This is an optimization exercise on Yosys and OpenROAD, whose aim is small area, a short achievable clock period and few clock cycles, not a production implementation. Function was checked by simulation only, so behaviour that the tests miss may differ from the original. No activity file was given, so power comes from the tool's default toggle rates.

==> flow/design.v (excerpt) <==
module cacheTop #(
	parameter int AddrWidth  = 32,
	parameter int SetBits    = 3,
	parameter int WordBits   = 3,
	parameter int CasLatency = 2
) (
	input  logic                           Clock,
	input  logic                           Reset_L,
	input  logic [AddrWidth-1:0]           cpuAddr,
	input  logic [cachePkg::DataWidth-1:0] cpuWriteData,
	output logic [cachePkg::DataWidth-1:0] cpuReadData,
	input  logic                           as_L,
	input  logic                           uds_L,
	input  logic                           lds_L,
	input  logic                           we_L,
	input  logic                           dramSelectCpu,	 
	output logic                           dtack_L,
	output logic                           dramSelect_L,
	output logic [AddrWidth-1:0]           dramAddr,
	output logic [cachePkg::DataWidth-1:0] dramWriteData,
	output logic                           dramUds_L,
	output logic                           dramLds_L,
	output logic                           dramWe_L,
	output logic                           dramAs_L,
	input  logic [cachePkg::DataWidth-1:0] dramReadData,
	input  logic                           dramDtack_L,
	input  logic                           dramCas_L,
	input  logic                           dramRas_L
);
For scale: roughly 11000 cells after synthesis, about 5300 flip-flops, about 140 I/O pins, roughly 150000 µm² of cells after synthesis.
clock: 8.5 ns
lec_check: 0
cap_margin: 20
core_margin: 2
core_utilization: 70
cts_buf_list: sky130_fd_sc_hd__clkbuf_16
cts_cluster_diameter: 50
cts_cluster_size: 25
setup_slack_margin: 5
slew_margin: 20
run.sh (not shown) runs the stock make flow with config.mk's settings and CLKGATE_MAP_FILE= SYNTH_SCRIPT=/design/flow/synth_recipe.tcl, a recipe that flattens the netlist after the stock synthesis.
The starting point finished with timing, DRC and antenna clean.
Testbench counts at the start, summed over its fixed seeds: cycles 123,485.
==> next run, changes <==
- CORE_UTILIZATION: 70 -> 40
- CTS_BUF_LIST: sky130_fd_sc_hd__clkbuf_16 -> not set
- CTS_CLUSTER_DIAMETER: 50 -> not set
- CTS_CLUSTER_SIZE: 25 -> not set
The changed run completed without violations.
Wire length is higher slightly.
Combinational power is lower by a few percent.
Area after synthesis stays the same.
Final area went up by a few percent.
Die area goes up by well over a third.
Clock-buffer cell count grows by 367.
Sequential power stays flat.
Power rises by roughly a tenth.
Global-route usage went down by 20 points.
Synthesized cell count stays the same.
Utilization came out lower by 34 points.
==> next run, changes <==
- CTS_BUF_LIST: not set -> sky130_fd_sc_hd__clkbuf_16
- CTS_CLUSTER_DIAMETER: not set -> 60
- CTS_CLUSTER_SIZE: not set -> 30
Effect: Setup slack improves by 80 ps. Routed wire length stays flat. Fmax came out higher by 2.1%. Worst hold slack degrades by 17 ps. Power came out lower by 7.3%. Cell count came out lower by 1.3%. Clock-buffer cell count came out lower by 371.
==> next run, changes <==
- CORE_UTILIZATION: 40 -> 60
- CTS_CLUSTER_DIAMETER: 60 -> 50
- CTS_CLUSTER_SIZE: 30 -> 25
Outcome: Routed wire length barely changes; sequential power barely changes; cell count falls by 8.9%; design area rises by 1.1%; sequential share of layout area falls by 0.63 points; register-to-register slack gains 20 ps; area after synthesis stays the same; clock-buffer cell count rises by 68; global-route usage rises by 15 points; via count rises by 1.4%.

Another version of the RTL of cacheTop (not shown whole).
For scale: roughly 11000 cells after synthesis, roughly 5300 flip-flops, ~140 I/O pins.
Settings: LEC_CHECK=0, CAP_MARGIN=20, CORE_MARGIN=2, CORE_UTILIZATION=50, CTS_BUF_LIST=sky130_fd_sc_hd__clkbuf_16, CTS_CLUSTER_DIAMETER=60, CTS_CLUSTER_SIZE=28, SETUP_SLACK_MARGIN=5, SLEW_MARGIN=20; clock period 8.5 ns.
The starting point went through all stages and came out clean.
Testbench counts at the start, summed over its fixed seeds: cycles 123,485.
==> next run, changes <==
CTS_CLUSTER_SIZE = 30   (was 28)
The new run went through all stages and came out clean.
Clock skew went down by 0.0035 ns.
Wire length went down by 0.70%.
Die area does not change.
Cell area hardly moves.
Critical path depth went up by 4.
Hold slack loses 0.0064 ns.
Cell count barely changes.
Maximum frequency went down by 1.3%.

cacheTop, a different RTL version from the one above (not shown whole).
Size in the first run: ~11000 cells after synthesis, ~5300 flip-flops, ~140 I/O pins, roughly 150000 um2 of cells after synthesis.
// cacheTop
module cacheTop #(
	parameter int AddrWidth  = 32,
	parameter int SetBits    = 3,
	parameter int WordBits   = 3,
	parameter int CasLatency = 2
) (
	input  logic                           Clock,
	input  logic                           Reset_L,
	input  logic [AddrWidth-1:0]           cpuAddr,
	input  logic [cachePkg::DataWidth-1:0] cpuWriteData,
	output logic [cachePkg::DataWidth-1:0] cpuReadData,
	input  logic                           as_L,
	input  logic                           uds_L,
	input  logic                           lds_L,
	input  logic                           we_L,
	input  logic                           dramSelectCpu,	 
	output logic                           dtack_L,
	output logic                           dramSelect_L,
	output logic [AddrWidth-1:0]           dramAddr,
	output logic [cachePkg::DataWidth-1:0] dramWriteData,
	output logic                           dramUds_L,
	output logic                           dramLds_L,
	output logic                           dramWe_L,
	output logic                           dramAs_L,
	input  logic [cachePkg::DataWidth-1:0] dramReadData,
	input  logic                           dramDtack_L,
	input  logic                           dramCas_L,
	input  logic                           dramRas_L
);
clock: 8.5 ns
lec_check: 0
cap_margin: 20
core_margin: 2
core_utilization: 50
cts_buf_list: sky130_fd_sc_hd__clkbuf_16
cts_cluster_diameter: 60
cts_cluster_size: 28
setup_slack_margin: 5
slew_margin: 20
The first run ran to the end with no violations.
Testbench counts at the start, summed over its fixed seeds: cycles 123,485.
Next try:
- CORE_UTILIZATION: 50 -> 40
- CTS_CLUSTER_SIZE: 28 -> 30
After rerunning:
- die area is higher by 25%
- count of clock-buffer cells in the layout is higher by 41
- synthesized area does not change
- setup slack improved by 0.049 ns
- first-iteration DRC count is lower by 1.9%
- sequential power stays flat

==> static timing again, ports no longer ideal <==
Ports are ideal in the flow. The routed layouts listed here were re-timed in OpenROAD. Step 1 (the two cells are an assumption about what drives the block):
set clk [get_ports {Clock}]
set_driving_cell -lib_cell sky130_fd_sc_hd__clkbuf_16 $clk
set_driving_cell -lib_cell sky130_fd_sc_hd__buf_2 [delete_from_list [all_inputs] $clk]
Step 2 times the ports against the registers' clock, not the clock port: input delays grow and output delays shrink by t, the midpoint of the rising clock arrivals with the driver on. Three values: no drivers, after step 1, after step 2; two values: the first two.
run | t, ns | setup WS [ns] | clock arrival spread, ns | worst register clock-pin slew, ns
the first run of note 1 | 1.083 | 4.665 / 4.377 / 3.294 | 0.075 / 0.075 | 0.10 / 0.10
the second run of note 1 | 1.115 | 4.577 / 4.535 / 3.419 | 0.115 / 0.115 | 0.07 / 0.07
the third run of note 1 | 1.083 | 4.657 / 4.610 / 3.527 | 0.107 / 0.108 | 0.12 / 0.12
the fourth run of note 1 | 1.093 | 4.707 / 4.465 / 3.372 | 0.087 / 0.086 | 0.10 / 0.10
the first run of note 2 | 1.054 | 4.785 / 4.623 / 3.569 | 0.058 / 0.059 | 0.11 / 0.11
the second run of note 2 | 1.042 | 4.738 / 4.606 / 3.565 | 0.065 / 0.065 | 0.11 / 0.11
the first run of note 3 | 1.040 | 4.736 / 4.754 / 3.713 | 0.083 / 0.083 | 0.11 / 0.11
the second run of note 3 | 1.096 | 4.784 / 4.795 / 3.699 | 0.097 / 0.096 | 0.11 / 0.11
After both steps setup and hold are still met in every run listed. For the first run of note 1, which loses most, drivers alone change the setup slack by -0.288 ns; drivers and shift together by -1.371 ns.
